From an optimization exercise on the open Yosys and OpenROAD flow, aimed at small area; shortcuts taken in it are not production practice. Function was checked by simulation only, so behaviour that the tests miss may differ from the original. Power and IR drop assume default switching activity.

==> flow/design.v <==
`timescale 1ns/1ps
`default_nettype none
package mc51_sfr_pkg;
	localparam logic [7:0] SFR_ACC = 8'hE0;
	localparam logic [7:0] SFR_B   = 8'hF0;
	localparam logic [7:0] SFR_SP  = 8'h81;
	localparam logic [7:0] SFR_DPL = 8'h82;
	localparam logic [7:0] SFR_DPH = 8'h83;
	localparam logic [7:0] SFR_PSW = 8'hD0;
	localparam logic [7:0] IRAM_UPPER_BASE = 8'h80;
	localparam logic [15:0] PC_RESET  = 16'h0000;
	localparam logic [7:0]  SP_RESET  = 8'h07;
	localparam logic [7:0]  PSW_RESET = 8'h00;
	typedef enum logic [2:0] {
		TO_ACC,
		TO_B,
		TO_SP,
		TO_DPH,
		TO_DPL,
		TO_IDLE
	} reg_tar_e;
	typedef enum logic [2:0] {
		FROM_NULL,
		FROM_S2,
		FROM_S3,
		FROM_A_TEMP,
		FROM_B_TEMP
	} reg_sor_e;
	typedef struct packed {
		logic [7:0] acc;
		logic [7:0] b;
		logic [7:0] sp;
		logic [7:0] dpl;
		logic [7:0] dph;
		logic [7:0] psw;
	} core_regs_t;
endpackage
`default_nettype wire
`timescale 1ns/1ps
`default_nettype none
package mc51_cycle_pkg;
	typedef enum logic [3:0] {
		S1_0,
		S1_1,
		S2_0,
		S2_1,
		S3_0,
		S3_1,
		S4_0,
		S4_1,
		S5_0,
		S5_1,
		S6_0,
		HALT_LOOP
	} mc_state_e;
	typedef enum logic [2:0] {
		DISCARD,
		IND_EXROM,
		IND_EXRAM,
		IND_IRAM,
		DIR_IRAM
	} fetch_mode_e;
	typedef enum logic [2:0] {
		WR_DISCARD,
		WR_IND_IRAM,
		WR_DIR_IRAM,
		WR_EXRAM
	} write_mode_e;
	typedef enum logic [2:0] {
		PC_NUL,
		PC_11B,
		PC_REL2,
		PC_REL3,
		PC_IND,
		PC_16B
	} pc_reload_e;
	typedef enum logic [1:0] {
		SRC_MEM,
		SRC_IRAM,
		SRC_SFR
	} buf_src_e;
	typedef struct packed {
		fetch_mode_e              s2_mode;
		fetch_mode_e              s3_mode;
		write_mode_e              wr_mode;
		logic                     s2_upd_pc;
		logic                     s3_upd_pc;
		logic [2:0]               reg_tar;   
		logic [2:0]               reg_sor;   
		pc_reload_e               pc_mode;
		logic                     jp_active;
	} decode_t;
	typedef struct packed {
		logic [15:0] s2;
		logic [15:0] s3;
		logic [15:0] s5;
	} addr_t;
	typedef struct packed {
		logic [7:0] o1;
		logic [7:0] o2;
		logic [7:0] psw;
		logic       ready;
	} alu_t;
	typedef struct packed {
		logic rd_n;
		logic psen_n;
		logic we_n;
	} bus_t;
	typedef struct packed {
		logic     ld_instr;
		logic     ld_s2;
		logic     ld_s3;
		buf_src_e src;
	} buf_ctrl_t;
	typedef struct packed {
		logic [7:0] instr;
		logic [7:0] s2;
		logic [7:0] s3;
	} bufs_t;
endpackage
`default_nettype wire
`timescale 1ns/1ps
`default_nettype none
module mc51_iram #(
	parameter int IRAM_DEPTH = 128
) (
	input  wire                    clk,
	input  wire                    i_we,
	input  wire  [6:0]             i_addr,
	input  wire  [7:0]             i_wdata,
	output logic [7:0]             o_rd
);
	localparam int L  = 6;    
	localparam int NR = 21;   
	localparam int NS = NR * L;
	function automatic logic [8:0] map_addr(input logic [6:0] a);
		logic [4:0] ring;
		logic [2:0] slot;
		logic       fixed;
		ring  = {1'b0, a[6:3]};
		slot  = a[2:0];
		fixed = 1'b0;
		if (a[2:1] == 2'b11) begin
			for (int w = 0; w < 32; w++) begin
				if ({a[6:3], a[0]} == 5'(w)) begin
					if (w < 30) begin
						ring = 5'(16 + w / 6);
						slot = 3'(w % 6);
					end else begin
						ring  = 5'd0;
						slot  = 3'd0;
						fixed = 1'b1;
					end
				end
			end
		end
		map_addr = {fixed, ring, slot};
	endfunction
	function automatic logic [L+1:0] place(input logic [2:0] k, input logic [2:0] ph);
		logic [L-1:0] stage;
		logic         wrap;
		logic         entry;
		stage = '0;
		wrap  = 1'b0;
		entry = 1'b0;
		for (int i = 0; i < L; i++) begin
			for (int j = 0; j < L; j++) begin
				if (k == 3'(i) && ph == 3'(j)) begin
					stage[(i + j) % L] = 1'b1;
					wrap  = (i + j >= L);
					entry = (i + j == L - 1);
				end
			end
		end
		place = {wrap, entry, stage};
	endfunction
	logic [2:0] phase;
	logic       lap;
	logic [7:0] ring [NR][L];
	logic [7:0] fixed_q [2];
	logic       p_valid;
	logic [4:0] p_ring;
	logic [2:0] p_slot;
	logic [7:0] p_data;
	logic       a_fixed;
	logic [4:0] a_ring;
	logic [2:0] a_slot;
	logic       a_inv;
	logic       a_entry;
	logic       p_entry;
	logic       a_ring_we;
	logic [NR-1:0] ins;
	logic [7:0] ins_n;
	logic [7:0] ring_d0 [NR];
	logic [NR-1:0] rsel;
	logic [L-1:0]  ssel;
	logic [NS-1:0] seln;
	logic [NS/2-1:0] hit0 [8];
	logic [7:0] ring_rd;
	logic [8:0] a_map;
	assign a_map   = map_addr(i_addr);
	assign a_fixed = a_map[8];
	assign a_ring  = a_map[7:3];
	assign a_slot  = a_map[2:0];
	logic [L+1:0] a_place;
	logic [L+1:0] p_place;
	assign a_place = place(a_slot, phase);
	assign p_place = place(p_slot, phase);
	assign a_inv   = lap ^ a_place[L+1];
	assign a_entry = a_place[L];
	assign p_entry = p_place[L];
	assign a_ring_we = i_we && !a_fixed;
	always_comb begin
		for (int r = 0; r < NR; r++) begin
			ins[r] = (a_ring_we && a_entry && a_ring == 5'(r)) ||
				(p_valid && p_entry && p_ring == 5'(r));
		end
	end
	assign ins_n = (i_we ? i_wdata : p_data) ^ {8{lap}};
	for (genvar r = 0; r < NR; r++) begin : g_ins
		for (genvar b = 0; b < 8; b++) begin : g_b
			mc51_mux2i u_mux (
				.i_s  (ins[r]),
				.i_a  (ring[r][L-1][b]),
				.i_b  (ins_n[b]),
				.o_yn (ring_d0[r][b])
			);
		end
	end
	always_ff @(posedge clk) begin
		if (phase >= 3'(L-1)) begin
			phase <= 3'd0;
			lap   <= ~lap;
		end else begin
			phase <= phase + 3'd1;
		end
		for (int r = 0; r < NR; r++) begin
			for (int s = 1; s < L; s++) ring[r][s] <= ring[r][s-1];
			ring[r][0] <= ring_d0[r];
		end
	end
	always_ff @(posedge clk) begin
		if (i_we && a_fixed && !i_addr[0]) fixed_q[0] <= i_wdata;
		if (i_we && a_fixed &&  i_addr[0]) fixed_q[1] <= i_wdata;
	end
	always_ff @(posedge clk) begin
		if (a_ring_we && !a_entry) begin
			p_valid <= 1'b1;
			p_ring  <= a_ring;
			p_slot  <= a_slot;
			p_data  <= i_wdata;
		end else if (p_entry) begin
			p_valid <= 1'b0;
		end
	end
	always_comb begin
		for (int r = 0; r < NR; r++) rsel[r] = (a_ring == 5'(r));
		ssel = a_place[L-1:0];
		for (int r = 0; r < NR; r++)
			for (int s = 0; s < L; s++)
				seln[r*L+s] = ~(rsel[r] & ssel[s]);
	end
	for (genvar b = 0; b < 8; b++) begin : g_bit
		for (genvar i = 0; i < NS/2; i++) begin : g_pair
			mc51_rd2 u_rd2 (
				.i_seln0 (seln[2*i]),
				.i_d0    (ring[(2*i)/L][(2*i)%L][b]),
				.i_seln1 (seln[2*i+1]),
				.i_d1    (ring[(2*i+1)/L][(2*i+1)%L][b]),
				.o_hit0  (hit0[b][i])
			);
		end
		assign ring_rd[b] = ~(|hit0[b]);
	end
	always_comb begin
		if (a_fixed) begin
			o_rd = fixed_q[i_addr[0]];
		end else if (p_valid && p_ring == a_ring && p_slot == a_slot) begin
			o_rd = p_data;
		end else begin
			o_rd = ring_rd ^ {8{a_inv}};
		end
	end
endmodule
module mc51_rd2 (
	input  wire  i_seln0,
	input  wire  i_d0,
	input  wire  i_seln1,
	input  wire  i_d1,
	output logic o_hit0
);
	assign o_hit0 = ~((i_seln0 | i_d0) & (i_seln1 | i_d1));
endmodule
module mc51_mux2i (
	input  wire  i_s,
	input  wire  i_a,
	input  wire  i_b,
	output logic o_yn
);
	assign o_yn = ~(i_s ? i_b : i_a);
endmodule
`default_nettype wire
`timescale 1ns/1ps
`default_nettype none
module mc51_cu #(
	parameter int IRAM_DEPTH = 128
) (
	input  wire                        clk,
	input  wire                        reset_n,
	input  wire  [20:0]                i_dec_flat,
	input  wire  [47:0]                i_addr_flat,
	input  wire  [24:0]                i_alu_flat,
	input  wire  [7:0]                 i_mem_wdata,
	input  wire  [7:0]                 i_mem_rdata,
	input  wire                        i_data_rdy,
	output logic [2:0]                 o_bus,
	output logic [3:0]                 o_state,
	output logic [15:0]                o_pc,
	output logic [23:0]                o_bufs,
	output logic [47:0]                o_regs,
	output logic                       o_err_halt
);
	mc51_cycle_pkg::decode_t                    i_dec;
	mc51_cycle_pkg::addr_t                      i_addr;
	mc51_cycle_pkg::alu_t                       i_alu;
	mc51_cycle_pkg::bus_t                       bus;
	mc51_cycle_pkg::mc_state_e                  state_q;
	mc51_cycle_pkg::mc_state_e                  state_d;
	mc51_cycle_pkg::mc_state_e                  s2_next;
	mc51_cycle_pkg::bufs_t                      bufs;
	mc51_sfr_pkg::core_regs_t   regs;
	assign i_dec      = i_dec_flat;
	assign i_addr     = i_addr_flat;
	assign i_alu      = i_alu_flat;
	assign o_bus      = bus;
	assign o_state    = state_q;
	assign o_bufs     = bufs;
	assign o_regs     = regs;
	assign o_err_halt = (state_q == mc51_cycle_pkg::HALT_LOOP);
	logic       ld_instr;
	logic       ld_s2;
	logic       ld_s3;
	logic       pc_inc;
	logic       pc_reload;
	logic       alu_load;
	logic       sfr_wr;
	logic       iram_we;
	logic [7:0] addr;
	logic [7:0] iram_rd;
	logic [7:0] sfr_rd;
	logic [7:0] rd;
	always_ff @(posedge clk or negedge reset_n) begin
		if (!reset_n) begin
			state_q <= mc51_cycle_pkg::S1_0;
		end else begin
			state_q <= state_d;
		end
	end
	assign s2_next = (i_dec.s3_mode == mc51_cycle_pkg::DISCARD) ? mc51_cycle_pkg::S4_0 : mc51_cycle_pkg::S3_0;
	always_comb begin
		state_d   = state_q;
		bus       = '1;
		ld_instr  = 1'b0;
		ld_s2     = 1'b0;
		ld_s3     = 1'b0;
		pc_inc    = 1'b0;
		pc_reload = 1'b0;
		alu_load  = 1'b0;
		sfr_wr    = 1'b0;
		iram_we   = 1'b0;
		case (state_q)
			mc51_cycle_pkg::S1_0: begin
				bus.rd_n   = 1'b0;
				bus.psen_n = 1'b0;
				state_d    = mc51_cycle_pkg::S1_1;
			end
			mc51_cycle_pkg::S1_1: begin
				bus.rd_n   = 1'b0;
				bus.psen_n = 1'b0;
				if (i_data_rdy) begin
					ld_instr = 1'b1;
					pc_inc   = 1'b1;
					state_d  = mc51_cycle_pkg::S2_0;
				end
			end
			mc51_cycle_pkg::S2_0: begin
				case (i_dec.s2_mode)
					mc51_cycle_pkg::DISCARD: state_d = mc51_cycle_pkg::S4_0;
					mc51_cycle_pkg::IND_EXROM, mc51_cycle_pkg::IND_EXRAM: begin
						bus.rd_n   = 1'b0;
						bus.psen_n = (i_dec.s2_mode == mc51_cycle_pkg::IND_EXRAM);
						state_d    = mc51_cycle_pkg::S2_1;
					end
					mc51_cycle_pkg::IND_IRAM, mc51_cycle_pkg::DIR_IRAM: begin
						if (i_addr.s2[7] && i_dec.s2_mode == mc51_cycle_pkg::IND_IRAM) begin
							state_d = mc51_cycle_pkg::HALT_LOOP;
						end else begin
							ld_s2   = 1'b1;
							state_d = s2_next;
						end
					end
					default: state_d = mc51_cycle_pkg::HALT_LOOP;
				endcase
			end
			mc51_cycle_pkg::S2_1: begin
				bus.rd_n   = 1'b0;
				bus.psen_n = (i_dec.s2_mode == mc51_cycle_pkg::IND_EXRAM);
				if (i_data_rdy) begin
					ld_s2   = 1'b1;
					pc_inc  = i_dec.s2_upd_pc;
					state_d = s2_next;
				end
			end
			mc51_cycle_pkg::S3_0: begin
				case (i_dec.s3_mode)
					mc51_cycle_pkg::DISCARD: state_d = mc51_cycle_pkg::S4_0;
					mc51_cycle_pkg::IND_EXROM, mc51_cycle_pkg::IND_EXRAM: begin
						bus.rd_n   = 1'b0;
						bus.psen_n = (i_dec.s3_mode == mc51_cycle_pkg::IND_EXRAM);
						state_d    = mc51_cycle_pkg::S3_1;
					end
					mc51_cycle_pkg::IND_IRAM, mc51_cycle_pkg::DIR_IRAM: begin
						if (i_addr.s3[7] && i_dec.s3_mode == mc51_cycle_pkg::IND_IRAM) begin
							state_d = mc51_cycle_pkg::HALT_LOOP;
						end else begin
							ld_s3   = 1'b1;
							state_d = mc51_cycle_pkg::S4_0;
						end
					end
					default: state_d = mc51_cycle_pkg::HALT_LOOP;
				endcase
			end
			mc51_cycle_pkg::S3_1: begin
				bus.rd_n   = 1'b0;
				bus.psen_n = (i_dec.s3_mode == mc51_cycle_pkg::IND_EXRAM);
				if (i_data_rdy) begin
					ld_s3   = 1'b1;
					pc_inc  = i_dec.s3_upd_pc;
					state_d = mc51_cycle_pkg::S4_0;
				end
			end
			mc51_cycle_pkg::S4_0: begin
				if (i_alu.ready) begin
					state_d = mc51_cycle_pkg::S4_1;
				end
			end
			mc51_cycle_pkg::S4_1: begin
				alu_load = 1'b1;
				state_d  = mc51_cycle_pkg::S5_0;
			end
			mc51_cycle_pkg::S5_0: begin
				case (i_dec.wr_mode)
					mc51_cycle_pkg::WR_DISCARD: state_d = mc51_cycle_pkg::S6_0;
					mc51_cycle_pkg::WR_IND_IRAM, mc51_cycle_pkg::WR_DIR_IRAM: begin
						if (!i_addr.s5[7]) begin
							iram_we = 1'b1;
							state_d = mc51_cycle_pkg::S6_0;
						end else if (i_dec.wr_mode == mc51_cycle_pkg::WR_DIR_IRAM) begin
							sfr_wr  = 1'b1;
							state_d = mc51_cycle_pkg::S6_0;
						end else begin
							state_d = mc51_cycle_pkg::HALT_LOOP;
						end
					end
					mc51_cycle_pkg::WR_EXRAM: begin
						bus.we_n = 1'b0;
						state_d  = mc51_cycle_pkg::S5_1;
					end
					default: state_d = mc51_cycle_pkg::HALT_LOOP;
				endcase
			end
			mc51_cycle_pkg::S5_1: begin
				bus.we_n = 1'b0;
				if (i_data_rdy) begin
					state_d = mc51_cycle_pkg::S6_0;
				end
			end
			mc51_cycle_pkg::S6_0: begin
				pc_reload = i_dec.jp_active;
				state_d   = mc51_cycle_pkg::S1_0;
			end
			default: state_d = mc51_cycle_pkg::HALT_LOOP;
		endcase
		if (!reset_n) begin
			bus = '1;
		end
	end
	assign addr = state_q[3] ? i_addr.s5[7:0] : (state_q[2] ? i_addr.s3[7:0] : i_addr.s2[7:0]);
	assign rd = state_q[0] ? i_mem_rdata : (addr[7] ? sfr_rd : iram_rd);
	always_ff @(posedge clk or negedge reset_n) begin
		if (!reset_n) begin
			bufs <= '0;
		end else begin
			if (ld_instr) bufs.instr <= i_mem_rdata;
			if (ld_s2)    bufs.s2    <= rd;
			if (ld_s3)    bufs.s3    <= rd;
		end
	end
	logic [15:0] add_a;
	logic [15:0] add_b;
	logic [15:0] sum;
	logic [15:0] pc_d;
	logic        pc_ind;
	assign pc_ind = pc_reload && (i_dec.pc_mode == mc51_cycle_pkg::PC_IND);
	always_comb begin
		add_a = pc_ind ? {regs.dph, regs.dpl} : o_pc;
		add_b = 16'd0;
		if (pc_inc) begin
			add_b = 16'd1;
		end else if (pc_reload) begin
			case (i_dec.pc_mode)
				mc51_cycle_pkg::PC_REL2: add_b = {{8{bufs.s2[7]}}, bufs.s2};
				mc51_cycle_pkg::PC_REL3: add_b = {{8{bufs.s3[7]}}, bufs.s3};
				mc51_cycle_pkg::PC_IND:  add_b = {8'h00, regs.acc};
				default: add_b = 16'd0;
			endcase
		end
	end
	assign sum = add_a + add_b;
	always_comb begin
		pc_d = sum;
		if (!pc_inc && pc_reload) begin
			case (i_dec.pc_mode)
				mc51_cycle_pkg::PC_11B:  pc_d = {o_pc[15:11], bufs.instr[7:5], bufs.s2};
				mc51_cycle_pkg::PC_16B:  pc_d = {bufs.s3, bufs.s2};
				default: pc_d = sum;
			endcase
		end
	end
	always_ff @(posedge clk or negedge reset_n) begin
		if (!reset_n) begin
			o_pc <= mc51_sfr_pkg::PC_RESET;
		end else begin
			o_pc <= pc_d;
		end
	end
	logic [7:0] wd;
	logic a_acc, a_b, a_sp, a_dpl, a_dph, a_psw;
	logic e_acc, e_b, e_sp, e_dpl, e_dph, e_psw;
	assign a_acc = (addr == mc51_sfr_pkg::SFR_ACC);
	assign a_b   = (addr == mc51_sfr_pkg::SFR_B);
	assign a_sp  = (addr == mc51_sfr_pkg::SFR_SP);
	assign a_dpl = (addr == mc51_sfr_pkg::SFR_DPL);
	assign a_dph = (addr == mc51_sfr_pkg::SFR_DPH);
	assign a_psw = (addr == mc51_sfr_pkg::SFR_PSW);
	assign sfr_rd = ({8{a_acc}} & regs.acc) | ({8{a_b}} & regs.b) |
		({8{a_sp}} & regs.sp) | ({8{a_dpl}} & regs.dpl) |
		({8{a_dph}} & regs.dph) | ({8{a_psw}} & regs.psw);
	always_comb begin
		wd = i_mem_wdata;
		if (alu_load) begin
			case (i_dec.reg_sor)
				3'd1:    wd = bufs.s2;
				3'd2:    wd = bufs.s3;
				3'd3:    wd = i_alu.o1;
				3'd4:    wd = i_alu.o2;
				default: wd = 8'h00;
			endcase
		end
	end
	assign e_acc = alu_load ? (i_dec.reg_tar == 3'd0) : (sfr_wr && a_acc);
	assign e_b   = alu_load ? (i_dec.reg_tar == 3'd1) : (sfr_wr && a_b);
	assign e_sp  = alu_load ? (i_dec.reg_tar == 3'd2) : (sfr_wr && a_sp);
	assign e_dph = alu_load ? (i_dec.reg_tar == 3'd3) : (sfr_wr && a_dph);
	assign e_dpl = alu_load ? (i_dec.reg_tar == 3'd4) : (sfr_wr && a_dpl);
	assign e_psw = alu_load || (sfr_wr && a_psw);
	always_ff @(posedge clk or negedge reset_n) begin
		if (!reset_n) begin
			regs.acc <= 8'h00;
			regs.b   <= 8'h00;
			regs.sp  <= mc51_sfr_pkg::SP_RESET;
			regs.dpl <= 8'h00;
			regs.dph <= 8'h00;
			regs.psw <= mc51_sfr_pkg::PSW_RESET;
		end else begin
			if (e_acc) regs.acc <= wd;
			if (e_b)   regs.b   <= wd;
			if (e_sp)  regs.sp  <= wd;
			if (e_dpl) regs.dpl <= wd;
			if (e_dph) regs.dph <= wd;
			if (e_psw) regs.psw <= alu_load ? i_alu.psw : i_mem_wdata;
		end
	end
	mc51_iram #(
		.IRAM_DEPTH (IRAM_DEPTH)
	) mc51_iram_inst (
		.clk     (clk),
		.i_we    (iram_we),
		.i_addr  (addr[6:0]),
		.i_wdata (i_mem_wdata),
		.o_rd    (iram_rd)
	);
endmodule
`default_nettype wire
==> flow/flow/run.sh <==
#!/bin/bash
# Own layout flow: the standard ORFS flow (standard.sh, its synthesis
# unchanged) with two changes to how the layout is built:
#  - ports get 1x buffers (sky130_fd_sc_hd__buf_1) instead of delay buffers,
#  - clock tree: sink clusters of up to 25 within 120 um, no dummy loads,
# The make output goes to standard.log; every ORFS step keeps its own log
# under orfs/logs/.
set -euo pipefail
export BUFFER_PORTS_ARGS="-buffer_cell sky130_fd_sc_hd__buf_1"
export CTS_ARGS="-sink_clustering_enable -repair_clock_nets -sink_clustering_size 25 -sink_clustering_max_diameter 120 -dont_use_dummy_load"
bash standard.sh > standard.log 2>&1
==> flow/standard.sh <==
#!/bin/bash
# synth_recipe.tcl (not shown) runs the flow's synth.tcl, then flattens the netlist and writes it again
# the make line also repeats each setting of config.mk as NAME=value (left out here)
make -C /OpenROAD-flow-scripts/flow DESIGN_CONFIG=/design/flow/config.mk WORK_HOME=/design/flow/orfs CLKGATE_MAP_FILE= SYNTH_SCRIPT=/design/flow/synth_recipe.tcl "${@:-finish}"
==> flow/config.mk <==
export PLATFORM = sky130hd
export DESIGN_NAME = mc51_cu
export DESIGN_NICKNAME = mc51_cu
export VERILOG_FILES = /design/flow/design.v
export SDC_FILE = /design/flow/constraint.sdc
export NUM_CORES = 4
export LEC_CHECK = 0
export CAP_MARGIN = 20
export CORE_MARGIN = 2
export CORE_UTILIZATION = 40
export CTS_CLUSTER_DIAMETER = 120
export CTS_CLUSTER_SIZE = 25
export SLEW_MARGIN = 20
export SYNTH_HIERARCHICAL = 1
export SYNTH_MINIMUM_KEEP_SIZE = 0
==> flow/constraint.sdc <==
create_clock -name core_clock -period 8.0 [get_ports {clk}]
set_input_delay 1.6000 -clock core_clock [delete_from_list [all_inputs] [get_ports {clk}]]
set_output_delay 1.6000 -clock core_clock [all_outputs]
set_load 0.01 [all_outputs]
==> summary.txt, run 1 <==
post-synthesis mux area share - 8.95%
Worst Skew - 87.6 ps
fraction of layout cells with a size suffix above 1 - 8.01%
Die H - 306 um
Synth Instances - 3049
Leak Pwr - 14.8 nW
worst skew pair latency - 690 ps
syn nets - 3183
Vias/cell - 5.78
switching share of power - 34.9%
Slew @ Worst Pin - 1160 ps
gr usage total - 23.3%
Post-CTS Setup Inserts - 0
largest net degree at the start of global routing - 61
Hold Path Class - reg2reg
nets - 3433
Core Region - 90100 um2
worst stage delay on the critical path - 630 ps
# hold bufs at CTS - 0
Sink Count - 1137
Startpoint Class - input port
P&R area growth vs syn - 10.7%
NetSw - 4.50 mW
fin area - 40300 um2
Final setup viols - 0
top_reg_cell synth - dfxtp_1
FP Rows - 110
xor and xnor area share after synthesis - 1.06%
initial DRC count - 2496
Cell Area, Placed - 39000 um2
CP delay by family, top - compound AO/OA/AOI/OAI gates
Clock Power Share - 22.0%
DIE WIDTH - 306 um
compound-cell area share of the yosys netlist - 14.2%
initial core utilization - 40.4%
root buf cell - clkbuf_16
adder-cell share of the synthesized area - 0.743%
Reg2Reg Depth - 21
Cell Area, Synth - 36400 um2
Ys Warns - 14
via count - 25851
Arr. time, crit path - 7460 ps
setup TNS - 0 ps
register bit total from synthesis - 1137
WL per Instance - 25.2 um
internal power - 8.40 mW
I/O pin count - 209
DRC - 0
cell chain of the critical path - buf_1 -> mux2i_1 -> o21a_1 -> inv_1 -> mux2i_1 -> o311ai_2 -> inv_2 -> a21oi_1 -> o21ai_2 -> buf_4 -> nand2_1 -> o22ai_1 -> nor4_1 -> nand4_1 -> nor4_1 -> buf_4 -> xnor2_1 -> xnor2_1 -> o21ai_1 -> nor2_1 -> o31ai_1
post-cts sizing count - 0
first-pass GRT wire length - 164000 um
Seq/Total Area, Yosys - 64.7%
drt total wl - 113000 um
FFs w/ async S/R, synth - 8.09%
RSZ-0062 raised after global routing - false
critical path buffer and inverter count - 5
Reg power frac - 47.7%
Pre-Repair DR Iteration Count - 5
CTS tree - done
fin crit period - 6920 ps
die area - 93400 um2
Overflow after GRT - 0
maxcap violations - 0
WP data required - 8540 ps
Worst-path clk slew - 110 ps
initial antenna violation count - 1
largest family of logic cells by synthesized area - compound AO/OA/AOI/OAI gates
synthesized area per cell - 11.9 um2
Final Hold Viols - 0
PortBufs - 184
Hold Crit Depth - 0
clk buf depth - 3
CP max stage cell - o311ai_2
Cell variety after synth - 95
Placer Congestion - 0.922
achievable frequency - 144 MHz
DP Wirelength - 80000 um
CP endpoint kind - flop
EDFF count, synth - 33
htree depth - 2
Setup CP Type - in2reg
peak supply drop - 0.184 mV
Simple-Gate Fraction of Synth Area - 8.92%
Final Cycle Share - 86.6%
Slew HR - 22.9%
portion of total power attributed to combinational logic - 30.3%
Final Max Slew Viols - 0
Power Total - 12.9 mW
Cell Pwr Density - 320 nW/um2
vias in the first global route - 24868
post-route ant nets - 0
crit-path max FO - 18
Crit. path cell count - 21
clock buffer count from CTS - 51
status - finished clean
==> flip-flops by register name (all words and copies together), names as in the netlist <==
register and cells:
bufs 24, mc51_iram_inst.fixed_q 16, mc51_iram_inst.lap 1, mc51_iram_inst.p_data 8, mc51_iram_inst.p_ring 5, mc51_iram_inst.p_slot 3, mc51_iram_inst.p_valid 1, mc51_iram_inst.phase 3
mc51_iram_inst.ring 1008, o_pc 16, regs 48, state_q 4
==> worst register-to-register path, stage by stage (launching register included) <==
cell      delay (ps)
dfrtp_1          810
buf_4            320
o21a_1           290
inv_2            210
or2b_1           260
mux2i_1          130
o311ai_2         630
inv_2            190
a21oi_1          200
o21ai_2          310
buf_4            360
nand2_1          280
o22ai_1          150
nor4_1           570
nand4_1          370
nor4_1           590
buf_4            210
xnor2_1          130
xnor2_1           90
o21ai_1          300
nor2_1           130
o31ai_1          200
==> layout make-up <==
type,instances,area [um2]
Antenna cell,1,2.50
Fill cell,8407,49900
Clock buffer,51,1280
Sequential cell,1137,23600
Tap cell,1176,1470
Inverter,49,186
Multi-Input combinational cell,1793,12500
Timing Repair Buffer,267,1320
==> layer usage <==
metal | vias up | global-route usage [%] | wire length [um]
li1 | 12031 | - | -
met1 | 12733 | 33.2 | 51000
met2 | 911 | 36.6 | 50600
met3 | 176 | 2.90 | 7230
met4 | 0 | 8.11 | 3990
met5 | - | 0 | 0
==> modules after synthesis (local to each module, per instance), a selection <==
module,cells inside,area [um2],flip-flops and latches,copies in the design
mc51_cu,708,6660,92,1
mc51_mux2i,1,10.0,0,168
mc51_rd2,1,6.26,0,504
==> Yosys cell counts (20+ instances only) <==
cell type	count	area share (%)
a21oi_1	53	0.73
clkbuf_1	49	0.51
dfrtp_1	89	6.1
dfxtp_1	1012	56
edfxtp_1	33	2.7
ha_1	20	0.69
inv_1	43	0.44
mux2_2	57	1.8
mux2i_1	241	6.6
nand2_1	198	2.0
nand2b_1	20	0.34
nand4_1	41	0.70
nor2_1	94	0.97
nor3_1	30	0.41
nor4_1	137	2.4
o21ai_0	49	0.67
o22ai_1	539	9.3
xnor2_1	35	0.84
==> cell usage in the layout (no fill, tap or decap), types with 41 or more instances in the layout <==
cell type / instances
buf_1: 183
mux2i_1: 241
a21oi_1: 53
o21ai_0: 42
nor2_1: 94
mux2_2: 57
o22ai_1: 532
nand2_1: 198
inv_1: 43
dfxtp_1: 1012
dfrtp_1: 89
nand4_1: 41
buf_4: 83
clkbuf_16: 51
nor4_1: 136
==> through the flow <==
| step | setup WS (ps) | utilization [%] | hold slack [ps] | std cells |
|---|---|---|---|---|
| 3_3_place_gp | 486 | 43.3 | 332 | 4422 |
| 5_1_grt | 577 | 44.7 | 304 | 4474 |
| 3_5_place_dp | 500 | 43.3 | 335 | 4422 |
| 2_1_floorplan | 2390 | - | 331 | 3049 |
| 6_report | 1080 | 44.7 | 284 | 4474 |
| 4_1_cts | 1130 | 44.7 | 286 | 4473 |
==> power by group through the flow <==
stage / Combinational (mW) / Sequential [mW] / Clock (mW)
finish: 3.91 / 6.15 / 2.84
floorplan: 2.07 / 6.21 / 0
CTS: 3.84 / 6.14 / 2.89
global placement: 3.81 / 6.27 / 0
detailed placement: 3.83 / 6.27 / 0
global route: 4.09 / 6.17 / 3.08
==> cell families (layout without fill, tap and decap cells) <==
kind of cell / after synthesis / count (layout)
flip-flops: 1137 / 1137
AO/OA/AOI/OAI: 792 / 792
AND/OR/NAND/NOR: 623 / 623
multiplexers: 313 / 313
buffers and inverters: 119 / 367
XOR/XNOR: 44 / 44
adder cells (fa/ha/maj): 21 / 21
other: 0 / 1
==> path summary, 6_finish.rpt <==
check,startpoint,to,slack [ps]
worst min-delay path,mc51_iram_inst.ring[88][4],mc51_iram_inst.ring[89][4],280
worst min register to register,mc51_iram_inst.ring[88][4],mc51_iram_inst.ring[89][4],280
max in group asynchronous,reset_n,regs[3],5800
worst max register to register,state_q[3],bufs[13],1230
min in group asynchronous,reset_n,o_pc[6],970
worst max-delay path,i_addr_flat[36],bufs[13],1080
==> run 2: changes to the inputs <==
==> flow/flow/run.sh (replaced) <==
#!/bin/bash
# Own layout flow: the standard ORFS flow (standard.sh, its synthesis
# unchanged) with two changes to how the layout is built:
#  - ports get 1x buffers (sky130_fd_sc_hd__buf_1) instead of delay buffers,
#  - clock tree: sink clusters of up to 30 within 90 um, no dummy loads,
# The make output goes to standard.log; every ORFS step keeps its own log
# under orfs/logs/.
set -euo pipefail
export BUFFER_PORTS_ARGS="-buffer_cell sky130_fd_sc_hd__buf_1"
export CTS_ARGS="-sink_clustering_enable -repair_clock_nets -sink_clustering_size 30 -sink_clustering_max_diameter 90 -dont_use_dummy_load"
bash standard.sh > standard.log 2>&1
==> run 2 against run 1 <==
Effect of this change: still clean on timing, DRC and antenna; fmax down 1.8%; area after synthesis stayed put; combinational power barely moved; global-route usage is 0.088 points lower; power decreased by 0.95%; utilization decreased by 0.14 points; first-iteration DRC count is 0.48% lower; die area stayed put; sequential cell count unchanged; hold slack better by 28 ps; clock skew down 18 ps; largest power group unchanged; highest routed layer unchanged.
==> summary.txt, run 2 <==
DP Wirelength - 80000 um (unchanged)
status - finished clean
Seq/Total Area, Yosys - 64.7% (unchanged)
Startpoint Class - input port
Reg area - 23600 um2 (unchanged)
Power Total - 12.8 mW (-0.95%)
Yosys top cell by area - dfxtp_1
DRC - 0 (unchanged)
Worst Skew - 69.8 ps (-17.8 ps)
worst skew pair latency - 660 ps (-30 ps)
Cell Area, Synth - 36400 um2 (unchanged)
largest registers - mc51_iram_inst.ring (1008), regs (48), bufs (24)
critical path buffer and inverter count - 5 (unchanged)
clock buffer count from CTS - 46 (-9.8%)
largest net degree at the start of global routing - 61 (unchanged)
post-cts sizing count - 0 (unchanged)
Post-CTS Setup Inserts - 0 (unchanged)
via count - 25950 (+0.38%)
Slew HR - 21.9% (-0.99 points)
vias in the first global route - 24766 (-0.41%)
Synth Instances - 3049 (unchanged)
Hold Path Class - reg2reg
WP data required - 8490 ps (-50 ps)
Worst-path clk slew - 110 ps (about the same)
Final Cycle Share - 88.2% (+1.6 points)
drt total wl - 112000 um (-0.30%)
maxcap violations - 0 (unchanged)
Final Max Slew Viols - 0 (unchanged)
Slew @ Worst Pin - 1170 ps (+14.9 ps)
Final Hold Viols - 0 (unchanged)
CP max stage cell - nor4_1
Yosys top cell area share - 55.7% (unchanged)
Overflow after GRT - 0 (unchanged)
fin area - 40200 um2 (-0.31%)
PortBufs - 184 (unchanged)
synthesized area per cell - 11.9 um2 (unchanged)
Layout Utilization - 44.6% (-0.14 points)
achievable frequency - 142 MHz (-1.8%)
most common cell in the synthesized netlist - dfxtp_1
# hold bufs at CTS - 0 (unchanged)
Layout Cells excl Fill - 4469 (-0.11%)
synth cell count leaders - dfxtp_1, o22ai_1, mux2i_1
initial antenna violation count - 2 (+1)
clk buf depth - 3 (unchanged)
Final setup viols - 0 (unchanged)
P&R area growth vs syn - 10.4%
Die H - 306 um (unchanged)
Fillers - 8428 (+0.25%)
Leak Pwr - 14.7 nW (-0.42%)
commonest non-fill, non-tap cell in the layout - dfxtp_1
max FFs per register - 1008 (unchanged)
Placer Congestion - 0.922 (unchanged)
Vias/cell - 5.81 (+0.50%)
die area - 93400 um2 (unchanged)
DIE WIDTH - 306 um (unchanged)
most frequent cells in the layout - dfxtp_1, o22ai_1, mux2i_1, nand2_1, buf_1
Setup CP Type - in2reg
CTS tree - done
Cell variety after synth - 95 (unchanged)
WL per Instance - 25.2 um (-0.19%)
Sink Count - 1137 (unchanged)
area of the multi-input gates - 12500 um2 (unchanged)
pre-CTS WS - 500 ps (unchanged)
FP Rows - 110 (unchanged)
initial core utilization - 40.4% (unchanged)
CP delay by family, top - compound AO/OA/AOI/OAI gates
fraction of layout cells with a size suffix above 1 - 7.87% (-0.14 points)
I/O pin count - 209 (unchanged)
worst hold margin - 312 ps (+27.6 ps)
post-route ant nets - 0 (unchanged)
Arr. time, crit path - 7540 ps (+80 ps)
syn nets - 3183 (unchanged)
placed insts - 4422 (unchanged)
CP endpoint kind - flop
crit-path max FO - 18 (unchanged)
cell chain of the critical path - buf_1 -> mux2i_1 -> o21a_1 -> inv_1 -> mux2i_1 -> o311ai_2 -> o22ai_1 -> a21oi_1 -> o21ai_2 -> buf_4 -> nand2_1 -> o22ai_1 -> nor4_1 -> nand4_1 -> nor4_1 -> buf_4 -> xnor2_1 -> xnor2_1 -> o21ai_1 -> nand2_1 -> nand2_1 -> a221oi_1 -> buf_4 -> o21ai_0
worst stage delay on the critical path - 910 ps (+280 ps)
fin crit period - 7050 ps (+128 ps)
RSZ-0062 raised after global routing - false
htree depth - 2 (unchanged)
Cell Pwr Density - 318 nW/um2 (-0.64%)
synth top area cells - dfxtp_1, o22ai_1, mux2i_1
largest register by flop count - mc51_iram_inst.ring
Ys Warns - 14 (unchanged)
peak supply drop - 0.185 mV (+0.36%)
FFs w/ async S/R, synth - 8.09% (unchanged)
setup TNS - 0 ps (unchanged)
EDFF count, synth - 33 (unchanged)
root buf cell - clkbuf_16
initial DRC count - 2484 (-0.48%)
top_reg_cell synth - dfxtp_1
first-pass GRT wire length - 163000 um (-0.43%)
Cell Area, Placed - 39000 um2 (unchanged)
nets - 3428 (-0.15%)
final worst slack - 947 ps (-128 ps)
gr usage total - 23.2% (-0.088 points)
register bit total from synthesis - 1137 (unchanged)
Pre-Repair DR Iteration Count - 8 (+3)
Core Region - 90100 um2 (unchanged)
[run 2: path summary, 6_finish.rpt]
check,to,slack (ps),cells after the start,from
worst max register to register,bufs[7],1060,24,state_q[3]
max in group asynchronous,regs[40],5790,2,reset_n
worst min register to register,mc51_iram_inst.ring[89][4],310,0,mc51_iram_inst.ring[88][4]
min in group asynchronous,o_pc[3],970,1,reset_n
worst min-delay path,mc51_iram_inst.ring[89][4],310,0,mc51_iram_inst.ring[88][4]
worst max-delay path,bufs[7],950,24,i_addr_flat[20]
[run 2: final cells by class]
type                    count  share of cell area [%]
flip-flops and latches   1137                    58.6
inverters                  49                   0.464
clock buffers              46                    2.87
repair buffers            267                    3.28
diodes                      1                 0.00623
multi-input cells        1793                    31.1
well taps                1176                    3.66
[run 2: report_power, final]
part           switching, mW  internal [mW]
clock network           1.67           1.04
logic                   2.54           1.38
registers              0.266           5.88
total                   4.48           8.30
[run 2: routing by layer]
layer  global-route usage (%)  vias up  part of all wire, %
met5                        0        -                    0
met4                     7.97        0                  3.6
met3                     3.11      190                  6.2
met2                     36.3      878                   45
met1                     33.1    12870                   45
li1                         -    12012                    -
[run 2: Yosys stat by module, one instance, submodules excluded, excerpt]
module	cell area, um2	times used	flip-flops and latches
mc51_cu	6660	1	92
mc51_mux2i	10.0	168	0
mc51_rd2	6.26	504	0
[run 2: logic make-up after synthesis]
family                     synth area share, %
adders and majority gates                0.743
muxes                                     8.95
buffers and inverters                     1.42
xor gates and xnor gates                  1.06
and+or+nand+nor                           8.92
DFF                                       64.7
AOI/OAI and AO/OA                         14.2
==> run 3: changes to the inputs <==
--- a/flow/design.v
+++ b/flow/design.v
@@ -191,4 +191,5 @@
 	logic       a_ring_we;
 	logic [NR-1:0] ins;
+	logic [NR-1:0] ins_b;
 	logic [7:0] ins_n;
 	logic [7:0] ring_d0 [NR];
@@ -218,8 +219,15 @@
 	end
 	assign ins_n = (i_we ? i_wdata : p_data) ^ {8{lap}};
+	for (genvar r = 0; r < NR; r++) begin : g_insb
+		mc51_inv u_inv (
+			.i_a  (ins[r]),
+			.o_yn (ins_b[r])
+		);
+	end
 	for (genvar r = 0; r < NR; r++) begin : g_ins
 		for (genvar b = 0; b < 8; b++) begin : g_b
-			mc51_mux2i u_mux (
+			mc51_ent u_ent (
 				.i_s  (ins[r]),
+				.i_sn (ins_b[r]),
 				.i_a  (ring[r][L-1][b]),
 				.i_b  (ins_n[b]),
@@ -292,11 +300,18 @@
 	assign o_hit0 = ~((i_seln0 | i_d0) & (i_seln1 | i_d1));
 endmodule
-module mc51_mux2i (
+module mc51_inv (
+	input  wire  i_a,
+	output logic o_yn
+);
+	assign o_yn = ~i_a;
+endmodule
+module mc51_ent (
 	input  wire  i_s,
+	input  wire  i_sn,
 	input  wire  i_a,
 	input  wire  i_b,
 	output logic o_yn
 );
-	assign o_yn = ~(i_s ? i_b : i_a);
+	assign o_yn = ~((i_sn | i_b) & (i_s | i_a));
 endmodule
 `default_nettype wire
@@ -488,11 +503,17 @@
 	assign addr = state_q[3] ? i_addr.s5[7:0] : (state_q[2] ? i_addr.s3[7:0] : i_addr.s2[7:0]);
 	assign rd = state_q[0] ? i_mem_rdata : (addr[7] ? sfr_rd : iram_rd);
+	logic [7:0] instr_d;
+	logic [7:0] s2_d;
+	logic [7:0] s3_d;
+	mc51_hold8 u_h_instr (.i_s(ld_instr), .i_a(bufs.instr), .i_b(i_mem_rdata), .o_y(instr_d));
+	mc51_hold8 u_h_s2    (.i_s(ld_s2),    .i_a(bufs.s2),    .i_b(rd),          .o_y(s2_d));
+	mc51_hold8 u_h_s3    (.i_s(ld_s3),    .i_a(bufs.s3),    .i_b(rd),          .o_y(s3_d));
 	always_ff @(posedge clk or negedge reset_n) begin
 		if (!reset_n) begin
 			bufs <= '0;
 		end else begin
-			if (ld_instr) bufs.instr <= i_mem_rdata;
-			if (ld_s2)    bufs.s2    <= rd;
-			if (ld_s3)    bufs.s3    <= rd;
+			bufs.instr <= instr_d;
+			bufs.s2    <= s2_d;
+			bufs.s3    <= s3_d;
 		end
 	end
@@ -565,4 +586,11 @@
 	assign e_dpl = alu_load ? (i_dec.reg_tar == 3'd4) : (sfr_wr && a_dpl);
 	assign e_psw = alu_load || (sfr_wr && a_psw);
+	logic [7:0] acc_d, b_d, sp_d, dpl_d, dph_d, psw_d;
+	mc51_hold8 u_h_acc (.i_s(e_acc), .i_a(regs.acc), .i_b(wd), .o_y(acc_d));
+	mc51_hold8 u_h_b   (.i_s(e_b),   .i_a(regs.b),   .i_b(wd), .o_y(b_d));
+	mc51_hold8 u_h_sp  (.i_s(e_sp),  .i_a(regs.sp),  .i_b(wd), .o_y(sp_d));
+	mc51_hold8 u_h_dpl (.i_s(e_dpl), .i_a(regs.dpl), .i_b(wd), .o_y(dpl_d));
+	mc51_hold8 u_h_dph (.i_s(e_dph), .i_a(regs.dph), .i_b(wd), .o_y(dph_d));
+	mc51_hold8 u_h_psw (.i_s(e_psw), .i_a(regs.psw), .i_b(alu_load ? i_alu.psw : i_mem_wdata), .o_y(psw_d));
 	always_ff @(posedge clk or negedge reset_n) begin
 		if (!reset_n) begin
@@ -574,10 +602,10 @@
 			regs.psw <= mc51_sfr_pkg::PSW_RESET;
 		end else begin
-			if (e_acc) regs.acc <= wd;
-			if (e_b)   regs.b   <= wd;
-			if (e_sp)  regs.sp  <= wd;
-			if (e_dpl) regs.dpl <= wd;
-			if (e_dph) regs.dph <= wd;
-			if (e_psw) regs.psw <= alu_load ? i_alu.psw : i_mem_wdata;
+			regs.acc <= acc_d;
+			regs.b   <= b_d;
+			regs.sp  <= sp_d;
+			regs.dpl <= dpl_d;
+			regs.dph <= dph_d;
+			regs.psw <= psw_d;
 		end
 	end
@@ -592,3 +620,24 @@
 	);
 endmodule
+module mc51_hold8 (
+	input  wire        i_s,
+	input  wire  [7:0] i_a,
+	input  wire  [7:0] i_b,
+	output logic [7:0] o_y
+);
+	logic sn;
+	mc51_inv u_inv (.i_a(i_s), .o_yn(sn));
+	for (genvar b = 0; b < 8; b++) begin : g_b
+		mc51_hold u_hold (.i_s(i_s), .i_sn(sn), .i_a(i_a[b]), .i_b(i_b[b]), .o_y(o_y[b]));
+	end
+endmodule
+module mc51_hold (
+	input  wire  i_s,
+	input  wire  i_sn,
+	input  wire  i_a,
+	input  wire  i_b,
+	output logic o_y
+);
+	assign o_y = (i_s & i_b) | (i_sn & i_a);
+endmodule
 `default_nettype wire
==> run 3 against run 2 <==
Effect of this change: setup slack got worse by 100 ps; power down 2.0%; sequential cell count stayed put; final cell count hardly changed; clock-buffer cell count rose by 1; combinational power shrank about 10%; non-clock buffer count increased by 9; area after synthesis decreased by 2.3%; critical endpoint is now bufs[4]; highest routed layer is now met5.
==> summary.txt, run 3 <==
Layout Cells excl Fill - 4470 (+0.022%)
Vias/cell - 5.94 (+2.3%)
Worst-path clk slew - 110 ps (about the same)
commonest non-fill, non-tap cell in the layout - dfxtp_1
fraction of layout cells with a size suffix above 1 - 6.81% (-1.1 points)
synth cell count leaders - dfxtp_1, o22ai_1, nand2_1
Final Cycle Share - 89.4% (+1.3 points)
PortBufs - 184 (unchanged)
maxcap violations - 0 (unchanged)
worst skew pair latency - 670 ps (about the same)
htree depth - 2 (unchanged)
CP endpoint kind - flop
FFs w/ async S/R, synth - 8.09% (unchanged)
largest net degree at the start of global routing - 52 (-15%)
Cell variety after synth - 88 (-7.4%)
root buf cell - clkbuf_16
gr usage total - 24.2% (+0.96 points)
initial DRC count - 2589 (+4.2%)
Final Hold Viols - 0 (unchanged)
Seq/Total Area, Yosys - 66.3% (+1.5 points)
Fillers - 8184 (-2.9%)
Slew HR - 19.9% (-2.1 points)
Final setup viols - 0 (unchanged)
most frequent cells in the layout - dfxtp_1, o22ai_1, nand2_1, buf_1, nor4_1
Layout Utilization - 44.7% (+0.14 points)
largest register by flop count - mc51_iram_inst.ring
drt total wl - 114000 um (+1.5%)
clk buf depth - 3 (unchanged)
I/O pin count - 209 (unchanged)
Placer Congestion - 0.930 (+0.81%)
crit-path max FO - 17 (-1)
clock buffer count from CTS - 47 (+2.2%)
Cell Area, Synth - 35600 um2 (-2.3%)
Leak Pwr - 14.8 nW (about the same)
# hold bufs at CTS - 0 (unchanged)
DP Wirelength - 81700 um (+2.2%)
placed insts - 4422 (unchanged)
Reg area - 23600 um2 (unchanged)
Synth Instances - 3048 (-0.033%)
Overflow after GRT - 0 (unchanged)
WP data required - 8510 ps (+20 ps)
Setup CP Type - in2reg
fin crit period - 7150 ps (+102 ps)
Pre-Repair DR Iteration Count - 5 (-3)
Yosys top cell by area - dfxtp_1
Startpoint Class - input port
register bit total from synthesis - 1137 (unchanged)
Arr. time, crit path - 7660 ps (+120 ps)
Final Max Slew Viols - 0 (unchanged)
initial antenna violation count - 5 (+3)
post-route ant nets - 0 (unchanged)
setup TNS - 0 ps (unchanged)
FP Rows - 109 (-0.91%)
max FFs per register - 1008 (unchanged)
top_reg_cell synth - dfxtp_1
via count - 26558 (+2.3%)
synth top area cells - dfxtp_1, o22ai_1, dfrtp_1
first-pass GRT wire length - 165000 um (+1.2%)
Die H - 302 um (-1.1%)
EDFF count, synth - 33 (unchanged)
initial core utilization - 40.3% (-0.076 points)
largest registers - mc51_iram_inst.ring (1008), regs (48), bufs (24)
status - finished clean
Worst Skew - 103 ps (+33.5 ps)
RSZ-0062 raised after global routing - false
Cell Pwr Density - 318 nW/um2 (-0.14%)
Core Region - 88200 um2 (-2.1%)
Post-CTS Setup Inserts - 0 (unchanged)
Slew @ Worst Pin - 1190 ps (+18.4 ps)
peak supply drop - 0.225 mV (+22%)
die area - 91300 um2 (-2.3%)
vias in the first global route - 25007 (+0.97%)
Ys Warns - 14 (unchanged)
Sink Count - 1137 (unchanged)
achievable frequency - 140 MHz (-1.4%)
nets - 3440 (+0.35%)
DIE WIDTH - 302 um (-1.1%)
CTS tree - done
post-cts sizing count - 0 (unchanged)
Hold Path Class - reg2reg
syn nets - 3182 (-0.031%)
WL per Instance - 25.5 um (+1.4%)
P&R area growth vs syn - 10.9%
synthesized area per cell - 11.7 um2 (-2.3%)
area of the multi-input gates - 11600 um2 (-7.4%)
most common cell in the synthesized netlist - dfxtp_1
Yosys top cell area share - 57.0% (+1.3 points)
DRC - 0 (unchanged)
==> run 3: where the power goes <==
part	total (mW)	switching, mW	internal, mW
clock	2.75	1.69	1.06
sequential	6.28	0.359	5.92
combinational	3.50	2.23	1.26
total	12.5	4.28	8.25
==> run 3: Yosys stat by module, one instance, submodules excluded, a selection <==
module     area [um2]  copies in the design  flip-flops and latches
mc51_cu          5710                     1                      92
mc51_ent         6.26                   168                       0
mc51_hold        8.76                    72                       0
mc51_inv         3.75                    30                       0
mc51_rd2         6.26                   504                       0
==> run 3: final timing paths <==
kind,from,endpoint,slack (ps),depth (start not counted)
max in group asynchronous,reset_n,o_pc[7],5780,2
worst min register to register,mc51_iram_inst.ring[85][2],mc51_iram_inst.ring[86][2],250,0
worst max register to register,state_q[2],bufs[4],1130,25
worst min-delay path,mc51_iram_inst.ring[85][2],mc51_iram_inst.ring[86][2],250,0
worst max-delay path,i_addr_flat[35],bufs[4],850,26
min in group asynchronous,reset_n,regs[30],1090,1
==> run 3: kinds of logic after synthesis <==
family / count (synthesis) / share of synthesized area (%)
xor+xnor: 48 / 1.18
compound gates: 1004 / 18.7
simple gates: 611 / 8.86
mux: 91 / 2.68
buf+inv: 136 / 1.59
fa+ha+maj: 21 / 0.760
flops: 1137 / 66.3
==> run 3: worst max-delay path: stages <==
cell      delay (ps)
buf_1             70
mux2_4           260
mux2i_1          420
inv_1            410
nand2b_1         360
o221ai_1         150
a21oi_1          200
buf_4            180
nor3_1            60
a21oi_1          170
o21ai_2          300
buf_12           290
nand2_1          280
o22ai_1          160
nor4_1           680
nand4_1          320
nor4_1           440
buf_4            210
xnor2_1          130
xnor2_1          170
o21ai_1          110
nor2_1           130
nor2_1            50
a21oi_1          190
a21oi_2           70
a22o_1           220
==> run 3: final cells by class <==
class	instances	area share, %
clock buffers	47	2.98
repair buffers	276	3.62
flip-flops and latches	1137	59.7
well taps	1165	3.70
diodes	1	0.00634
multi-input cells	1775	29.3
inverters	69	0.663
==> run 3: routing by layer <==
layer	vias to the layer above	routed length, um	GRT usage, %
li1	12191	-	-
met1	13124	52100	35.2
met2	1039	51000	37.8
met3	196	7450	3.25
met4	8	3500	6.74
met5	-	64	0
==> run 3: through the flow <==
stage / power [mW] / instance area, um2 / hold WS (ps) / setup slack, ps
2_1_floorplan: 8.20 / 35600 / 331 / 2410
3_3_place_gp: 9.80 / 38200 / 332 / 324
3_5_place_dp: 9.81 / 38300 / 336 / 344
4_1_cts: 12.5 / 39400 / 247 / 983
5_1_grt: 12.9 / 39400 / 258 / 492
6_report: 12.5 / 39400 / 249 / 845
==> run 4: changes to the inputs <==
--- a/flow/design.v
+++ b/flow/design.v
@@ -501,6 +501,16 @@
 		end
 	end
-	assign addr = state_q[3] ? i_addr.s5[7:0] : (state_q[2] ? i_addr.s3[7:0] : i_addr.s2[7:0]);
-	assign rd = state_q[0] ? i_mem_rdata : (addr[7] ? sfr_rd : iram_rd);
+	mc51_mux3x8 u_addr (
+		.i_s0 (~state_q[3] & ~state_q[2]), .i_a0 (i_addr.s2[7:0]),
+		.i_s1 (~state_q[3] &  state_q[2]), .i_a1 (i_addr.s3[7:0]),
+		.i_s2 ( state_q[3]),               .i_a2 (i_addr.s5[7:0]),
+		.o_y  (addr)
+	);
+	mc51_mux3x8 u_rd (
+		.i_s0 ( state_q[0]),             .i_a0 (i_mem_rdata),
+		.i_s1 (~state_q[0] &  addr[7]),  .i_a1 (sfr_rd),
+		.i_s2 (~state_q[0] & ~addr[7]),  .i_a2 (iram_rd),
+		.o_y  (rd)
+	);
 	logic [7:0] instr_d;
 	logic [7:0] s2_d;
@@ -620,4 +630,33 @@
 	);
 endmodule
+module mc51_mux3x8 (
+	input  wire        i_s0,
+	input  wire  [7:0] i_a0,
+	input  wire        i_s1,
+	input  wire  [7:0] i_a1,
+	input  wire        i_s2,
+	input  wire  [7:0] i_a2,
+	output logic [7:0] o_y
+);
+	for (genvar b = 0; b < 8; b++) begin : g_b
+		mc51_mux3 u_mux (
+			.i_s0 (i_s0), .i_a0 (i_a0[b]),
+			.i_s1 (i_s1), .i_a1 (i_a1[b]),
+			.i_s2 (i_s2), .i_a2 (i_a2[b]),
+			.o_y  (o_y[b])
+		);
+	end
+endmodule
+module mc51_mux3 (
+	input  wire  i_s0,
+	input  wire  i_a0,
+	input  wire  i_s1,
+	input  wire  i_a1,
+	input  wire  i_s2,
+	input  wire  i_a2,
+	output logic o_y
+);
+	assign o_y = (i_s0 & i_a0) | (i_s1 & i_a1) | (i_s2 & i_a2);
+endmodule
 module mc51_hold8 (
 	input  wire        i_s,
--- a/flow/config.mk
+++ b/flow/config.mk
@@ -11,4 +11,5 @@
 export CTS_CLUSTER_DIAMETER = 120
 export CTS_CLUSTER_SIZE = 25
+export GPL_TIMING_DRIVEN = 0
 export SLEW_MARGIN = 20
 export SYNTH_HIERARCHICAL = 1
==> run 4 against run 3 <==
Effect of this change: setup slack worse by 710 ps; clock-buffer cell count is 1 lower; routed wire length is 1.7% higher; register-to-register slack worse by 990 ps; critical path type is now reg2reg; highest routed layer unchanged.
==> summary.txt, run 4 <==
status - finished clean
Synth Instances - 3032 (-0.52%)
fin crit period - 7860 ps (+708 ps)
initial DRC count - 3163 (+22%)
Vias/cell - 6.07 (+2.1%)
Hold Crit Depth - 0 (unchanged)
Critical Path Start - state_q[2]
PortBufs - 183 (-0.54%)
Yosys top cell area share - 57.6% (+0.60 points)
Final setup viols - 0 (unchanged)
I/O pin count - 209 (unchanged)
initial core utilization - 40.4% (+0.14 points)
reg2reg setup slack - 140 ps (-990 ps)
final worst slack - 137 ps (-708 ps)
end of the worst register-to-register path - bufs[1]
Slew @ Worst Pin - 1180 ps (-10.4 ps)
fraction of layout cells with a size suffix above 1 - 5.65% (-1.2 points)
maxcap violations - 0 (unchanged)
Final Cycle Share - 98.3% (+8.8 points)
placed insts - 4401 (-0.47%)
Startpoint Class - flop
FFs w/ async S/R, synth - 8.09% (unchanged)
Seq/Total Area, Yosys - 66.9% (+0.70 points)
top_reg_cell synth - dfxtp_1
max FFs per register - 1008 (unchanged)
via count - 26985 (+1.6%)
gr usage total - 24.7% (+0.46 points)
worst skew pair latency - 640 ps (-30 ps)
WL per Instance - 26.1 um (+2.2%)
Worst Skew - 70.4 ps (-32.9 ps)
nets - 3428 (-0.35%)
Power Total - 12.4 mW (-1.2%)
Hold Path Class - reg2reg
Layout Cells excl Fill - 4447 (-0.51%)
EDFF count, synth - 33 (unchanged)
htree depth - 2 (unchanged)
FP Rows - 108 (-0.92%)
Post-CTS Setup Inserts - 0 (unchanged)
Overflow after GRT - 0 (unchanged)
largest registers - mc51_iram_inst.ring (1008), regs (48), bufs (24)
syn nets - 3166 (-0.50%)
RSZ-0062 raised after global routing - true
CP endpoint kind - flop
R2R Path Start - state_q[2]
Final Hold Viols - 0 (unchanged)
drt total wl - 116000 um (+1.7%)
vias in the first global route - 24848 (-0.64%)
crit-path max FO - 10 (-7)
WP data required - 8530 ps (+20 ps)
register bit total from synthesis - 1137 (unchanged)
Core Region - 87000 um2 (-1.4%)
Pre-Repair DR Iteration Count - 8 (+3)
peak supply drop - 0.214 mV (-4.7%)
Final Max Slew Viols - 0 (unchanged)
Reg2Reg Depth - 23 (-8.0%)
initial antenna violation count - 1 (-4)
DP Wirelength - 86000 um (+5.3%)
# hold bufs at CTS - 0 (unchanged)
Yosys top cell by area - dfxtp_1
DRC - 0 (unchanged)
hold wc startpoint - mc51_iram_inst.ring[33][7]
Cell Pwr Density - 315 nW/um2 (-0.67%)
synth top area cells - dfxtp_1, o22ai_1, dfrtp_1
first-pass GRT wire length - 167000 um (+0.93%)
die area - 90400 um2 (-1.0%)
commonest non-fill, non-tap cell in the layout - dfxtp_1
Cell Area, Synth - 35200 um2 (-1.0%)
Ys Warns - 14 (unchanged)
Setup CP Type - reg2reg
Slew HR - 20.7% (+0.81 points)
pre-CTS WS - -920 ps (-1260 ps)
clk buf depth - 3 (unchanged)
P&R area growth vs syn - 11.5%
Layout Utilization - 45.1% (+0.38 points)
achievable frequency - 127 MHz (-9.0%)
synth cell count leaders - dfxtp_1, o22ai_1, nand2_1
root buf cell - clkbuf_16
synthesized area per cell - 11.6 um2 (-0.52%)
Leak Pwr - 14.7 nW (-0.50%)
clock buffer count from CTS - 46 (-2.1%)
Sink Count - 1137 (unchanged)
Worst Hold Endpoint - mc51_iram_inst.ring[34][7]
largest net degree at the start of global routing - 31 (-40%)
DIE WIDTH - 301 um (-0.52%)
Worst-path clk slew - 110 ps (about the same)
Placer Congestion - 0.988 (+6.2%)
CTS tree - done
ANT cells - 0 (-1)
setup TNS - 0 ps (unchanged)
post-route ant nets - 0 (unchanged)
largest register by flop count - mc51_iram_inst.ring
Die H - 301 um (-0.52%)
most frequent cells in the layout - dfxtp_1, o22ai_1, nand2_1, buf_1, nor4_1
most common cell in the synthesized netlist - dfxtp_1
Arr. time, crit path - 8390 ps (+730 ps)
Cell variety after synth - 90 (+2.3%)
## run 4: cell types whose count changed after synthesis, moves of 8 or more
cell       change
a21oi_2        -8
inv_1         +12
mux2_2        -14
o221a_1        -8
nand2_1       +41
mux2i_1       -25
a2bb2oi_1      -8
o21ai_0       -11
a211oi_1       +8
a222oi_1      +28
## run 4: per-layer routing
metal | track usage [%] | up-vias | wire length [um]
met4 | 9.13 | 2 | 4810
met5 | 0 | - | 12
li1 | - | 12153 | -
met1 | 36.1 | 13375 | 52000
met2 | 37.1 | 1229 | 50200
met3 | 3.30 | 226 | 9030
## run 4: worst max-delay path: stages, from the launching register on
cell,delay [ps]
dfrtp_1,370
buf_2,180
clkbuf_1,390
nor2_2,200
a222oi_1,710
inv_1,230
buf_4,230
xor2_1,230
o221ai_1,140
a21oi_1,500
o32a_1,220
o21ai_0,230
clkbuf_1,530
nand2_1,510
o22ai_1,120
nor4_1,790
nand4_1,480
nor4_2,560
xnor2_1,190
xnor2_1,160
o21ai_1,120
a222oi_1,330
inv_1,110
a22o_1,210
## run 4: cells by family (layout without fill, tap and decap cells)
logic type | count (synthesis) | in the layout | synth area share, %
buf+inv | 141 | 401 | 1.63
mux | 48 | 48 | 1.40
xor+xnor | 47 | 47 | 1.17
compound gates | 1005 | 1005 | 19.1
flops | 1137 | 1137 | 66.9
fa+ha+maj | 21 | 21 | 0.768
simple gates | 633 | 633 | 9.00
## run 4: per-stage QoR
step                hold WS (ps)  area [um2]
detailed placement           336       37800
floorplan                    331       35200
global route                 275       39200
finish                       283       39200
global placement             331       37300
CTS                          283       39100
## run 4: final cells by class
type                            instances  area (um2)
Fill cell                            8264       47800
Sequential cell                      1137       23600
Multi-Input combinational cell       1754       11400
Tap cell                             1155        1450
Clock buffer                           46        1150
Timing Repair Buffer                  214        1070
Inverter                               80         303
Buffer                                 61         274
## run 4: power breakdown
group          internal (mW)  switching [mW]
clock                   1.04            1.66
combinational           1.09            2.37
sequential              5.92           0.294
## run 4: worst max-delay path by stage
stage | cells after the start | end | slack (ps)
detailed placement | 22 | bufs[6] | -920
floorplan | 21 | bufs[14] | 2540
CTS | 24 | bufs[9] | 1
global route | 24 | bufs[10] | 2
finish | 23 | bufs[1] | 140
global placement | 21 | bufs[14] | -1240
## run 4: modules after synthesis (local to each module, per instance), a selection
module | cells inside | flip-flops and latches | copies in the design
mc51_mux3 | 2 | 0 | 16
mc51_rd2 | 1 | 0 | 504
mc51_inv | 1 | 0 | 30
mc51_cu | 557 | 92 | 1
mc51_ent | 1 | 0 | 168
mc51_hold | 1 | 0 | 72
## run 4: what timing repair did
| item | CTS | global route |
|---|---|---|
| pin swaps | 0 | 1 |
| gates resized for setup | 14 | 30 |
| setup endpoints to repair | 16 | 16 |
==> run 5: changes to the inputs <==
--- a/flow/config.mk
+++ b/flow/config.mk
@@ -12,4 +12,5 @@
 export CTS_CLUSTER_SIZE = 25
 export GPL_TIMING_DRIVEN = 0
+export SETUP_SLACK_MARGIN = 0.3
 export SLEW_MARGIN = 20
 export SYNTH_HIERARCHICAL = 1
==> run 5 against run 4 <==
Effect of this change: area after synthesis unchanged; sequential share of layout area down 0.28 points; clock skew down 2.4 ps; clock-buffer cell count unchanged; setup slack better by 470 ps; global-route usage about the same; fmax up 6.4%; critical path depth up 3; final area up 0.47%; first-iteration DRC count down 1.9%; critical endpoint is now bufs[12].
==> summary.txt, run 5 <==
Clock Power Share - 21.7% (about the same)
fraction of layout cells with a size suffix above 1 - 6.83% (+1.2 points)
Cell Pwr Density - 316 nW/um2 (+0.16%)
nets - 3428 (unchanged)
met2 Track Usage GR - 37.1% (-0.049 points)
Layout Cells excl Fill - 4447 (unchanged)
NetSw - 4.36 mW (+0.86%)
FFs w/ async S/R, synth - 8.09% (unchanged)
die area - 90400 um2 (unchanged)
Final Max Slew Viols - 0 (unchanged)
clk buf depth - 3 (unchanged)
Layout Utilization - 45.3% (+0.21 points)
synth cell count leaders - dfxtp_1, o22ai_1, nand2_1
Yosys top cell area share - 57.6% (unchanged)
achievable frequency - 135 MHz (+6.4%)
syn nets - 3166 (unchanged)
status - finished clean
EDFF count, synth - 33 (unchanged)
Setup CP Type - reg2reg
Arr. time, crit path - 7890 ps (-500 ps)
max FFs per register - 1008 (unchanged)
portion of total power attributed to combinational logic - 28.3% (+0.4 points)
Placer Congestion - 0.988 (unchanged)
most common cell in the synthesized netlist - dfxtp_1
largest registers - mc51_iram_inst.ring (1008), regs (48), bufs (24)
ANT cells - 0 (unchanged)
met3 GRT Util - 3.26% (-0.043 points)
WL per Instance - 26.1 um (about the same)
Sink Count - 1137 (unchanged)
# hold bufs at CTS - 0 (unchanged)
synth top area cells - dfxtp_1, o22ai_1, dfrtp_1
Worst Skew - 68.0 ps (-2.44 ps)
initial DRC count - 3102 (-1.9%)
register bit total from synthesis - 1137 (unchanged)
Startpoint Class - flop
internal power - 8.09 mW (+0.51%)
Die H - 301 um (unchanged)
Cell variety after synth - 90 (unchanged)
DP Wirelength - 86000 um (unchanged)
maxcap violations - 0 (unchanged)
peak-usage layer in the global routing report - met2
placed insts - 4401 (unchanged)
drt total wl - 116000 um (about the same)
Seq/Total Area, Yosys - 66.9% (unchanged)
Reg power frac - 49.9% (-0.3 points)
DRC - 0 (unchanged)
Hold Path Class - reg2reg
via count - 27100 (+0.43%)
P&R area growth vs syn - 12.0%
Overflow after GRT - 0 (unchanged)
DIE WIDTH - 301 um (unchanged)
synthesized area per cell - 11.6 um2 (unchanged)
Fillers - 8253 (-0.13%)
fin area - 39400 um2 (+0.47%)
most frequent cells in the layout - dfxtp_1, o22ai_1, nand2_1, buf_1, nor4_1
RSZ-0062 raised after global routing - false
post-route ant nets - 0 (unchanged)
Pre-Repair DR Iteration Count - 6 (-2)
Vias/cell - 6.09 (+0.43%)
crit-path max FO - 10 (unchanged)
WP data required - 8500 ps (-30 ps)
I/O pin count - 209 (unchanged)
Synth Instances - 3032 (unchanged)
worst skew pair latency - 640 ps (about the same)
initial core utilization - 40.4% (unchanged)
Leak Pwr - 14.8 nW (+0.50%)
clock buffer count from CTS - 46 (unchanged)
FP Rows - 108 (unchanged)
CP endpoint kind - flop
met1 usage - 36.2% (+0.053 points)
Slew HR - 5.51% (-15 points)
Slew @ Worst Pin - 1410 ps (+228 ps)
Final setup viols - 0 (unchanged)
switching share of power - 35.0% (+0.078 points)
top_reg_cell synth - dfxtp_1
peak supply drop - 0.215 mV (+0.19%)
vias in the first global route - 24899 (+0.21%)
PortBufs - 183 (unchanged)
largest net degree at the start of global routing - 31 (unchanged)
Core Region - 87000 um2 (unchanged)
Cell Area, Placed - 37800 um2 (unchanged)
root buf cell - clkbuf_16
Worst-path clk slew - 110 ps (about the same)
Ys Warns - 14 (unchanged)
gr usage total - 24.7% (about the same)
htree depth - 2 (unchanged)
Final Cycle Share - 92.4% (-5.9 points)
largest register by flop count - mc51_iram_inst.ring
Cell Area, Synth - 35200 um2 (unchanged)
first-pass GRT wire length - 167000 um (+0.12%)
commonest non-fill, non-tap cell in the layout - dfxtp_1
initial antenna violation count - 0 (-1)
Final Hold Viols - 0 (unchanged)
worst hold margin - 280 ps (-3.59 ps)
Yosys top cell by area - dfxtp_1
CTS tree - done
fin crit period - 7390 ps (-474 ps)
run 5: cell count changes in the layout (fill, tap and decap cells not counted), moves of 2 or more:
cell,change
o22ai_4,+2
nand2_1,-20
nand2_2,+20
o22ai_2,+5
nor4_4,+4
nor4_1,-3
o22ai_1,-7
clkbuf_2,+6
clkbuf_1,-9
run 5: per-stage QoR:
stage	setup TNS [ps]	setup slack, ps	power [mW]
after detailed placement	-10220	-920	9.53
after global routing	0	351	12.8
after floorplan	0	2540	8.06
after CTS	0	345	12.2
after global placement	-15270	-1240	9.49
final	0	611	12.5
run 5: Yosys stat by module, one instance, submodules excluded, excerpt:
| module | copies in the design | flip-flops and latches | cells |
|---|---|---|---|
| mc51_hold | 72 | 0 | 1 |
| mc51_inv | 30 | 0 | 1 |
| mc51_ent | 168 | 0 | 1 |
| mc51_mux3 | 16 | 0 | 2 |
| mc51_rd2 | 504 | 0 | 1 |
| mc51_cu | 1 | 92 | 557 |
run 5: final timing paths:
check                      cells after the start                        from                    endpoint  slack, ps
setup reg to reg                              26                  state_q[2]                    bufs[12]        610
min in group asynchronous                      1                     reset_n                    o_pc[10]       1000
max in group asynchronous                      3                     reset_n                    regs[26]       6110
hold / removal                                 0  mc51_iram_inst.ring[33][7]  mc51_iram_inst.ring[34][7]        280
hold reg to reg                                0  mc51_iram_inst.ring[33][7]  mc51_iram_inst.ring[34][7]        280
setup / recovery                              26                  state_q[2]                    bufs[12]        610
run 5: repair_timing:
action / 4_1_cts / 5_1_grt
setup endpoints to repair: 16 / 16
pin swaps: 1 / 5
buffers inserted: 0 / 0
resized for setup: 25 / 89
run 5: metal layers:
metal | vias to the layer above | share of wire [%]
met2 | 1328 | 43
li1 | 12164 | -
met3 | 236 | 7.7
met5 | - | 0
met1 | 13372 | 45
met4 | 0 | 4.1
run 5: logic make-up after synthesis:
logic type / count (synthesis) / synth area share [%]
compound gates: 1005 / 19.1
xor+xnor: 47 / 1.17
fa+ha+maj: 21 / 0.768
buf+inv: 141 / 1.63
flops: 1137 / 66.9
mux: 48 / 1.40
simple gates: 633 / 9.00
run 5: power by group through the flow:
stage                     Sequential, mW  Combinational (mW)  Clock (mW)
after floorplan                     6.27                1.79           0
after CTS                           6.20                3.29        2.75
final                               6.22                3.53        2.71
after global routing                6.23                3.69        2.93
after global placement              6.33                3.17           0
after detailed placement            6.33                3.20           0
run 5: layout make-up:
| type | instances | area [um2] | share of cell area, % |
|---|---|---|---|
| buffer | 61 | 292 | 0.740 |
| clock buffer | 46 | 1150 | 2.92 |
| inverter | 80 | 303 | 0.768 |
| multi-input combinational | 1754 | 11600 | 29.4 |
| sequential | 1137 | 23600 | 59.8 |
| tap | 1155 | 1450 | 3.67 |
| timing repair buffer | 214 | 1070 | 2.71 |
run 5: worst max-delay path: stages (launching register included):
cell,delay (ps)
dfrtp_1,400
buf_2,160
clkbuf_2,210
nor2_2,410
a222oi_1,280
inv_1,230
buf_4,220
buf_2,230
or2_2,130
clkbuf_1,380
o32ai_1,200
a21oi_1,240
o22ai_1,170
a21oi_1,140
o21ai_0,240
clkbuf_4,360
nand2_1,340
o22ai_1,140
nor4_2,480
nand4_1,480
nor4_2,610
xnor2_1,190
xnor2_1,160
o21ai_1,130
a222oi_1,330
inv_1,130
a22o_1,220

separate check: timing with driven ports:
No port has a modelled driver above. Below, the same layouts with a new extraction and two added sets of constraints. Step 1 sets driving cells, clkbuf_16 on the clock port and buf_2 on the other inputs (assumed; they add their load-dependent delay and slew). Step 2, shift: input delay + t, output delay - t, t = (earliest + latest rising clock arrival at the registers) / 2. This alone moves slack from input paths to output paths. Three values: ideal ports, drivers, drivers and shift; two values: the first two.
run | shift t [ns] | setup slack, ns
run 1 | 0.713 | 1.075 / 1.122 / 0.409
run 2 | 0.689 | 0.947 / 0.993 / 0.304
run 3 | 0.689 | 0.845 / 0.888 / 0.199
run 4 | 0.669 | 0.137 / 0.137 / -0.341
run 5 | 0.668 | 0.611 / 0.611 / 0.020
With both steps, setup timing fails in run 4, where it was met with ideal ports.
